This design comes from an exercise in tuning for small area, a short achievable clock period and few clock cycles per item on the open sky130 flow, not from production work.
Function was checked by simulation only, so behaviour that the tests miss may differ from the original.
Power figures rest on the tool's default switching activity, not on a simulated workload.

Setup of lane 1:
==> module key_value_table, before the edit <==
module key_value_table
(
    input  logic        i_clk,
    input  logic        i_rst_n,
    input  logic        i_s_axis_tvalid,
    output logic        o_s_axis_tready,
    input  logic [63:0] i_s_axis_tdata,    
    input  logic [1:0]  i_s_axis_tuser,    
    output logic        o_m_axis_tvalid,
    input  logic        i_m_axis_tready,
    output logic [31:0] o_m_axis_tdata,    
    output logic [1:0]  o_m_axis_tuser     
);
    localparam int N = kvt_pkg::ENTRIES;
    logic                      r_req_valid;
    logic [kvt_pkg::OP_W-1:0]  r_op;
    logic [kvt_pkg::KEY_W-1:0] r_key;
    logic [kvt_pkg::VAL_W-1:0] r_value;
    logic [N-1:0]              r_match;
    logic                      r_kill;     
    logic                      r_tready;   
    logic                      w_ready;
    logic                      w_req_valid_nx;
    logic                      w_skid_valid_nx;
    logic                      r_out_valid;
    logic                      r_found;
    logic                      r_full;
    logic [kvt_pkg::VAL_W-1:0] r_value_out;
    logic                      r_skid_valid;
    logic                      r_skid_found;
    logic                      r_skid_full;
    logic [kvt_pkg::VAL_W-1:0] r_skid_value;
    logic                      w_take;
    logic                      w_res_found;
    logic                      w_res_full;
    logic [kvt_pkg::VAL_W-1:0] w_res_value;
    logic                      w_advance;
    logic                      w_exec;
    logic                      w_define;
    logic                      w_delete;
    logic                      w_hit;
    logic                      w_full;
    logic                      w_same_key;
    logic [N-1:0]              w_valid;
    logic [N-1:0]              w_cmp;
    logic [N-1:0]              w_free;
    logic [N-1:0]              w_ins;
    logic [N-1:0]              r_dup;      
    logic [N-1:0]              w_insv;
    logic [kvt_pkg::VAL_W-1:0] w_value [N];
    logic [kvt_pkg::VAL_W-1:0] w_read;
    assign w_advance       = !r_skid_valid;
    assign w_exec          = r_req_valid && w_advance;
    assign w_take          = !r_out_valid || i_m_axis_tready;
    assign w_ready         = !r_req_valid || w_advance;
    assign o_s_axis_tready = r_tready;
    assign w_define = w_exec && (r_op == kvt_pkg::OP_DEFINE);
    assign w_delete = w_exec && (r_op == kvt_pkg::OP_DELETE);
    for (genvar g = 0; g < N; g++) begin : g_cell
        kvt_cell u_cell (
            .i_clk     (i_clk),
            .i_rst_n   (i_rst_n),
            .i_cmp_key (i_s_axis_tdata[31:0]),
            .i_key     (r_key),
            .i_value   (r_value),
            .i_match   (r_match[g]),
            .i_upd     (w_define),
            .i_del     (w_delete),
            .i_ins     (w_ins[g]),
            .i_dup     (r_dup[g]),
            .o_valid   (w_valid[g]),
            .o_match   (w_cmp[g]),
            .o_value   (w_value[g])
        );
    end
    always_comb begin
        logic seen;
        seen = 1'b0;
        for (int i = 0; i < N; i++) begin
            w_free[i] = !w_valid[i] && !seen;
            seen      = seen || !w_valid[i];
        end
    end
    assign w_hit  = |r_match && !r_kill;
    assign w_full = &w_valid;
    assign w_ins  = w_define ? w_free : '0;
    always_ff @(posedge i_clk) begin
        if (!i_rst_n) begin
            r_dup <= '0;
        end else begin
            r_dup <= w_hit ? w_ins : '0;
        end
    end
    assign w_insv = ((r_op == kvt_pkg::OP_DEFINE) && !w_hit) ? w_free : '0;
    assign w_same_key = r_req_valid && (r_key == i_s_axis_tdata[31:0]);
    always_comb begin
        w_read = '0;
        for (int i = 0; i < N; i++) begin
            w_read = w_read | (r_match[i] ? w_value[i] : '0);
        end
    end
    assign w_res_found = w_hit && (r_op != kvt_pkg::OP_UNUSED);
    assign w_res_full  = (r_op == kvt_pkg::OP_DEFINE) && !w_hit && w_full;
    assign w_res_value = ((r_op == kvt_pkg::OP_LOOKUP) && w_hit) ? w_read : '0;
    assign w_req_valid_nx  = w_ready ? i_s_axis_tvalid : r_req_valid;
    assign w_skid_valid_nx = r_skid_valid ? !w_take : (w_exec && !w_take);
    always_ff @(posedge i_clk) begin
        if (!i_rst_n) begin
            r_req_valid <= 1'b0;
            r_out_valid <= 1'b0;
            r_skid_valid <= 1'b0;
            r_tready     <= 1'b1;
        end else begin
            r_req_valid  <= w_req_valid_nx;
            r_skid_valid <= w_skid_valid_nx;
            r_tready     <= !w_req_valid_nx || !w_skid_valid_nx;
            if (w_take) begin
                r_out_valid <= r_skid_valid || w_exec;
            end
        end
    end
    always_ff @(posedge i_clk) begin
        if (!i_rst_n) begin
            r_found     <= 1'b0;
            r_full      <= 1'b0;
            r_value_out <= '0;
        end else if (w_take) begin
            r_found     <= r_skid_valid ? r_skid_found : w_res_found;
            r_full      <= r_skid_valid ? r_skid_full  : w_res_full;
            r_value_out <= r_skid_valid ? r_skid_value : w_res_value;
        end
    end
    always_ff @(posedge i_clk) begin
        if (w_ready) begin
            r_op    <= i_s_axis_tuser;
            r_key   <= i_s_axis_tdata[31:0];
            r_value <= i_s_axis_tdata[63:32];
            r_match <= w_cmp | (w_insv & {N{w_same_key}});
            r_kill  <= w_same_key && (r_op == kvt_pkg::OP_DELETE);
        end
        if (!r_skid_valid) begin
            r_skid_found <= w_res_found;
            r_skid_full  <= w_res_full;
            r_skid_value <= w_res_value;
        end
    end
    assign o_m_axis_tvalid = r_out_valid;
    assign o_m_axis_tdata  = r_value_out;
    assign o_m_axis_tuser  = {r_full, r_found};
endmodule
Settings: LEC_CHECK=0, CAP_MARGIN=20, CORE_MARGIN=2, CORE_UTILIZATION=40, CTS_CLUSTER_DIAMETER=100, CTS_CLUSTER_SIZE=25, SETUP_SLACK_MARGIN=2.0, SLEW_MARGIN=20, TNS_END_PERCENT=5; clock period 4.0 ns.
standard.sh (not shown) runs the stock make flow with config.mk's settings and CLKGATE_MAP_FILE= SYNTH_SCRIPT=/design/flow/synth_recipe.tcl, a recipe that flattens the netlist after the stock synthesis.
==> flow/flow/run.sh <==
#!/bin/bash
# The standard layout (standard.sh: the ORFS flow and its standard
# synthesis, unchanged) with one difference: the port buffers that ORFS adds
# before global placement are sky130_fd_sc_hd__buf_4 instead of the default
# delay cell, so every input and output still has its own buffer.
set -euo pipefail
export BUFFER_PORTS_ARGS="-buffer_cell sky130_fd_sc_hd__buf_4"
bash standard.sh > standard_flow.log 2>&1
Testbench counts of lane 1, summed over its fixed seeds: cycles 9,616, items 9,600.
## Diff of input files: lane 2 against lane 1
-- flow/design.v --
<<< lane 1, line 173
    end
    always_ff @(posedge i_clk) begin
        if (!i_rst_n) begin
            r_found     <= 1'b0;
            r_full      <= 1'b0;
            r_value_out <= '0;
        end else if (w_take) begin
            r_found     <= r_skid_valid ? r_skid_found : w_res_found;
            r_full      <= r_skid_valid ? r_skid_full  : w_res_full;
            r_value_out <= r_skid_valid ? r_skid_value : w_res_value;
        end
    end
    always_ff @(posedge i_clk) begin
        if (w_ready) begin
            r_op    <= i_s_axis_tuser;
>>> lane 2, line 173
    end
    always_ff @(posedge i_clk) begin
        if (w_ready) begin
            r_op    <= i_s_axis_tuser;
<<< lane 1, line 190
            r_match <= w_cmp | (w_insv & {N{w_same_key}});
            r_kill  <= w_same_key && (r_op == kvt_pkg::OP_DELETE);
        end
        if (!r_skid_valid) begin
>>> lane 2, line 179
            r_match <= w_cmp | (w_insv & {N{w_same_key}});
            r_kill  <= w_same_key && (r_op == kvt_pkg::OP_DELETE);
        end
        if (w_take) begin
            r_found     <= r_skid_valid ? r_skid_found : w_res_found;
            r_full      <= r_skid_valid ? r_skid_full  : w_res_full;
            r_value_out <= r_skid_valid ? r_skid_value : w_res_value;
        end
        if (!r_skid_valid) begin
[summary]
- No stage failed in lane 2, and the final checks on the layout all came back clean.
- Looking at total inserted antenna cells, lane 2 sits 3 above lane 1.
- Delta (lane 2 minus lane 1): non-clock buffer count now larger; register-to-register slack now smaller.
- Taking lane 1 as the reference, in lane 2 worst setup slack went down, count of cells resized by post-cts repair saw an increase, routed wire length -about 1.7%.
- Taking lane 2 over lane 1, the met3 wire length ratio works out to 0.904.
- Detailed-route wire length on metal 1 (lane 2 over lane 1): decrease, 1700 um
Testbench counts of lane 2, summed over its fixed seeds: cycles 9,616, items 9,600.

========
## before
key_value_table, a different RTL version from the one above (not shown whole).
For scale: roughly 2700 cells after synthesis, roughly 1200 flip-flops, ~45000 µm² of cells after synthesis.
==> module key_value_table, before the edit <==
module key_value_table
(
    input  logic        i_clk,
    input  logic        i_rst_n,
    input  logic        i_s_axis_tvalid,
    output logic        o_s_axis_tready,
    input  logic [63:0] i_s_axis_tdata,    
    input  logic [1:0]  i_s_axis_tuser,    
    output logic        o_m_axis_tvalid,
    input  logic        i_m_axis_tready,
    output logic [31:0] o_m_axis_tdata,    
    output logic [1:0]  o_m_axis_tuser     
);
    localparam int N = kvt_pkg::ENTRIES;
    logic                      r_req_valid;
    logic [kvt_pkg::OP_W-1:0]  r_op;
    logic [kvt_pkg::KEY_W-1:0] r_key;
    logic [kvt_pkg::VAL_W-1:0] r_value;
    logic [N-1:0]              r_match;
    logic                      r_kill;     
    logic                      w_ready;
    logic                      r_out_valid;
    logic                      r_found;
    logic                      r_full;
    logic [kvt_pkg::VAL_W-1:0] r_value_out;
    logic                      w_res_found;
    logic                      w_res_full;
    logic [kvt_pkg::VAL_W-1:0] w_res_value;
    logic                      w_advance;
    logic                      w_exec;
    logic                      w_define;
    logic                      w_delete;
    logic                      w_hit;
    logic                      w_full;
    logic                      w_same_key;
    logic [N-1:0]              w_valid;
    logic [N-1:0]              w_cmp;
    logic [N-1:0]              w_free;
    logic [N-1:0]              w_ins;
    logic [N-1:0]              r_dup;      
    logic [N-1:0]              w_insv;
    logic [kvt_pkg::VAL_W-1:0] w_value [N];
    logic [kvt_pkg::VAL_W-1:0] w_read;
    assign w_advance       = !r_out_valid || i_m_axis_tready;
    assign w_exec          = r_req_valid && w_advance;
    assign w_ready         = !r_req_valid || w_advance;
    assign o_s_axis_tready = w_ready;
    assign w_define = w_exec && (r_op == kvt_pkg::OP_DEFINE);
    assign w_delete = w_exec && (r_op == kvt_pkg::OP_DELETE);
    for (genvar g = 0; g < N; g++) begin : g_cell
        kvt_cell u_cell (
            .i_clk     (i_clk),
            .i_rst_n   (i_rst_n),
            .i_cmp_key (i_s_axis_tdata[31:0]),
            .i_key     (r_key),
            .i_value   (r_value),
            .i_match   (r_match[g]),
            .i_upd     (w_define),
            .i_del     (w_delete),
            .i_ins     (w_ins[g]),
            .i_dup     (r_dup[g]),
            .o_valid   (w_valid[g]),
            .o_match   (w_cmp[g]),
            .o_value   (w_value[g])
        );
    end
    always_comb begin
        logic seen;
        seen = 1'b0;
        for (int i = 0; i < N; i++) begin
            w_free[i] = !w_valid[i] && !seen;
            seen      = seen || !w_valid[i];
        end
    end
    assign w_hit  = |r_match && !r_kill;
    assign w_full = &w_valid;
    assign w_ins  = w_define ? w_free : '0;
    always_ff @(posedge i_clk) begin
        if (!i_rst_n) begin
            r_dup <= '0;
        end else begin
            r_dup <= w_hit ? w_ins : '0;
        end
    end
    assign w_insv = ((r_op == kvt_pkg::OP_DEFINE) && !w_hit) ? w_free : '0;
    assign w_same_key = r_req_valid && (r_key == i_s_axis_tdata[31:0]);
    always_comb begin
        w_read = '0;
        for (int i = 0; i < N; i++) begin
            w_read = w_read | (r_match[i] ? w_value[i] : '0);
        end
    end
    assign w_res_found = w_hit && (r_op != kvt_pkg::OP_UNUSED);
    assign w_res_full  = (r_op == kvt_pkg::OP_DEFINE) && !w_hit && w_full;
    assign w_res_value = ((r_op == kvt_pkg::OP_LOOKUP) && w_hit) ? w_read : '0;
    always_ff @(posedge i_clk) begin
        if (!i_rst_n) begin
            r_req_valid <= 1'b0;
            r_out_valid <= 1'b0;
        end else begin
            if (w_ready) begin
                r_req_valid <= i_s_axis_tvalid;
            end
            if (w_advance) begin
                r_out_valid <= r_req_valid;
            end
        end
    end
    always_ff @(posedge i_clk) begin
        if (!i_rst_n) begin
            r_found     <= 1'b0;
            r_full      <= 1'b0;
            r_value_out <= '0;
        end else if (w_advance) begin
            r_found     <= w_res_found;
            r_full      <= w_res_full;
            r_value_out <= w_res_value;
        end
    end
    always_ff @(posedge i_clk) begin
        if (w_ready) begin
            r_op    <= i_s_axis_tuser;
            r_key   <= i_s_axis_tdata[31:0];
            r_value <= i_s_axis_tdata[63:32];
            r_match <= w_cmp | (w_insv & {N{w_same_key}});
            r_kill  <= w_same_key && (r_op == kvt_pkg::OP_DELETE);
        end
    end
    assign o_m_axis_tvalid = r_out_valid;
    assign o_m_axis_tdata  = r_value_out;
    assign o_m_axis_tuser  = {r_full, r_found};
endmodule
Settings: LEC_CHECK=0, CAP_MARGIN=20, CORE_MARGIN=2, CORE_UTILIZATION=40, CTS_CLUSTER_DIAMETER=100, CTS_CLUSTER_SIZE=25, SETUP_SLACK_MARGIN=2.0, SLEW_MARGIN=20, TNS_END_PERCENT=5; clock period 4.0 ns.
==> flow/flow/run.sh <==
#!/bin/bash
# The standard layout (standard.sh: the ORFS flow and its standard
# synthesis, unchanged) with one difference: the port buffers that ORFS adds
# before global placement are sky130_fd_sc_hd__buf_2 instead of the default
# delay cell, so every input and output still has its own buffer.
set -euo pipefail
export BUFFER_PORTS_ARGS="-buffer_cell sky130_fd_sc_hd__buf_2"
bash standard.sh > standard_flow.log 2>&1
before: full flow OK, the timing, DRC and antenna checks passed
Testbench counts of before, summed over its fixed seeds: cycles 9,616, items 9,600.
Setup changes, before to after
diff --git a/flow/design.v b/flow/design.v
--- a/flow/design.v
+++ b/flow/design.v
@@ -68,15 +68,23 @@
     logic [kvt_pkg::OP_W-1:0]  r_op;
     logic [kvt_pkg::KEY_W-1:0] r_key;
     logic [kvt_pkg::VAL_W-1:0] r_value;
     logic [N-1:0]              r_match;
     logic                      r_kill;     
+    logic                      r_tready;   
     logic                      w_ready;
+    logic                      w_req_valid_nx;
+    logic                      w_skid_valid_nx;
     logic                      r_out_valid;
     logic                      r_found;
     logic                      r_full;
     logic [kvt_pkg::VAL_W-1:0] r_value_out;
+    logic                      r_skid_valid;
+    logic                      r_skid_found;
+    logic                      r_skid_full;
+    logic [kvt_pkg::VAL_W-1:0] r_skid_value;
+    logic                      w_take;
     logic                      w_res_found;
     logic                      w_res_full;
     logic [kvt_pkg::VAL_W-1:0] w_res_value;
     logic                      w_advance;
     logic                      w_exec;
@@ -91,14 +99,15 @@
     logic [N-1:0]              w_ins;
     logic [N-1:0]              r_dup;      
     logic [N-1:0]              w_insv;
     logic [kvt_pkg::VAL_W-1:0] w_value [N];
     logic [kvt_pkg::VAL_W-1:0] w_read;
-    assign w_advance       = !r_out_valid || i_m_axis_tready;
+    assign w_advance       = !r_skid_valid;
     assign w_exec          = r_req_valid && w_advance;
+    assign w_take          = !r_out_valid || i_m_axis_tready;
     assign w_ready         = !r_req_valid || w_advance;
-    assign o_s_axis_tready = w_ready;
+    assign o_s_axis_tready = r_tready;
     assign w_define = w_exec && (r_op == kvt_pkg::OP_DEFINE);
     assign w_delete = w_exec && (r_op == kvt_pkg::OP_DELETE);
     for (genvar g = 0; g < N; g++) begin : g_cell
         kvt_cell u_cell (
             .i_clk     (i_clk),
@@ -143,42 +152,45 @@
         end
     end
     assign w_res_found = w_hit && (r_op != kvt_pkg::OP_UNUSED);
     assign w_res_full  = (r_op == kvt_pkg::OP_DEFINE) && !w_hit && w_full;
     assign w_res_value = ((r_op == kvt_pkg::OP_LOOKUP) && w_hit) ? w_read : '0;
+    assign w_req_valid_nx  = w_ready ? i_s_axis_tvalid : r_req_valid;
+    assign w_skid_valid_nx = r_skid_valid ? !w_take : (w_exec && !w_take);
     always_ff @(posedge i_clk) begin
         if (!i_rst_n) begin
             r_req_valid <= 1'b0;
             r_out_valid <= 1'b0;
+            r_skid_valid <= 1'b0;
+            r_tready     <= 1'b1;
         end else begin
-            if (w_ready) begin
-                r_req_valid <= i_s_axis_tvalid;
+            r_req_valid  <= w_req_valid_nx;
+            r_skid_valid <= w_skid_valid_nx;
+            r_tready     <= !w_req_valid_nx || !w_skid_valid_nx;
+            if (w_take) begin
+                r_out_valid <= r_skid_valid || w_exec;
             end
-            if (w_advance) begin
-                r_out_valid <= r_req_valid;
-            end
-        end
-    end
-    always_ff @(posedge i_clk) begin
-        if (!i_rst_n) begin
-            r_found     <= 1'b0;
-            r_full      <= 1'b0;
-            r_value_out <= '0;
-        end else if (w_advance) begin
-            r_found     <= w_res_found;
-            r_full      <= w_res_full;
-            r_value_out <= w_res_value;
         end
     end
     always_ff @(posedge i_clk) begin
         if (w_ready) begin
             r_op    <= i_s_axis_tuser;
             r_key   <= i_s_axis_tdata[31:0];
             r_value <= i_s_axis_tdata[63:32];
             r_match <= w_cmp | (w_insv & {N{w_same_key}});
             r_kill  <= w_same_key && (r_op == kvt_pkg::OP_DELETE);
         end
+        if (w_take) begin
+            r_found     <= r_skid_valid ? r_skid_found : w_res_found;
+            r_full      <= r_skid_valid ? r_skid_full  : w_res_full;
+            r_value_out <= r_skid_valid ? r_skid_value : w_res_value;
+        end
+        if (!r_skid_valid) begin
+            r_skid_found <= w_res_found;
+            r_skid_full  <= w_res_full;
+            r_skid_value <= w_res_value;
+        end
     end
     assign o_m_axis_tvalid = r_out_valid;
     assign o_m_axis_tdata  = r_value_out;
     assign o_m_axis_tuser  = {r_full, r_found};
 endmodule
Notes after the runs:
Total wirelength of the detailed-routed design: after > before. The core of after is more densely filled than that of before. Re post-synthesis share of cell area spent on xor and xnor gates: after is 0.16 points down on before. Of before and after, the lower wire length of the first global-routing pass belongs to before. after vs before — pin count of the biggest net entering global routing rose 87%. before → after: post-synthesis cell type count decreased by 2.1% relative to the old numbers, number of global-route vias before repair increased by 646 relative to the old numbers, die area increased by 2.7% relative to the old numbers, number of rows in the core area increased by 1 relative to the old numbers, sequential power share closely matched the old numbers. In the metrics for before and after, the one carrying the lower shortest clock period the worst path allows after layout is after. Worst slack after detailed placement ended up 0.18 ns lower on after than on before. In after, the wire length per cell after detailed routing came out 0.96 µm above the value in before. after consumes more power than before does.
Testbench counts of after, summed over its fixed seeds: cycles 9,616, items 9,600.

what the ideal ports hide:
The results above use ideal ports. As a check the final layouts listed here were re-extracted and re-timed, cells and wires unchanged.
Step 1, drivers: a clkbuf_16 drives i_clk and a buf_2 each remaining input, both assumed.
Step 2 moves the port delays by t, midway between the first and last clock arrival at a register: inputs arrive t later, outputs are due t later. That takes back most of the time a late clock gives input paths.
Slacks: no drivers / after step 1 / after step 2; pairs: no drivers / after step 1.
| run | shift t [ns] | slack for setup (ns) | worst setup path after step 2 | latest minus earliest clock arrival (ns) | slew at the worst register clock pin (ns) |
|---|---|---|---|---|---|
| lane 1 | 0.744 | 1.814 / 1.816 / 1.105 | input to register | 0.051 / 0.052 | 0.11 / 0.11 |
| lane 2 | 0.744 | 1.727 / 1.727 / 1.098 | input to register | 0.051 / 0.051 | 0.11 / 0.11 |
| before | 0.750 | 1.473 / 1.473 / 0.842 | input to register | 0.054 / 0.054 | 0.11 / 0.11 |
| after | 0.762 | 1.797 / 1.769 / 1.091 | input to register | 0.049 / 0.049 | 0.11 / 0.11 |
After both steps every run listed still meets setup and hold. The setup slack of lane 1, which loses most, moves by +0.002 ns with the drivers and by -0.709 ns with both steps.
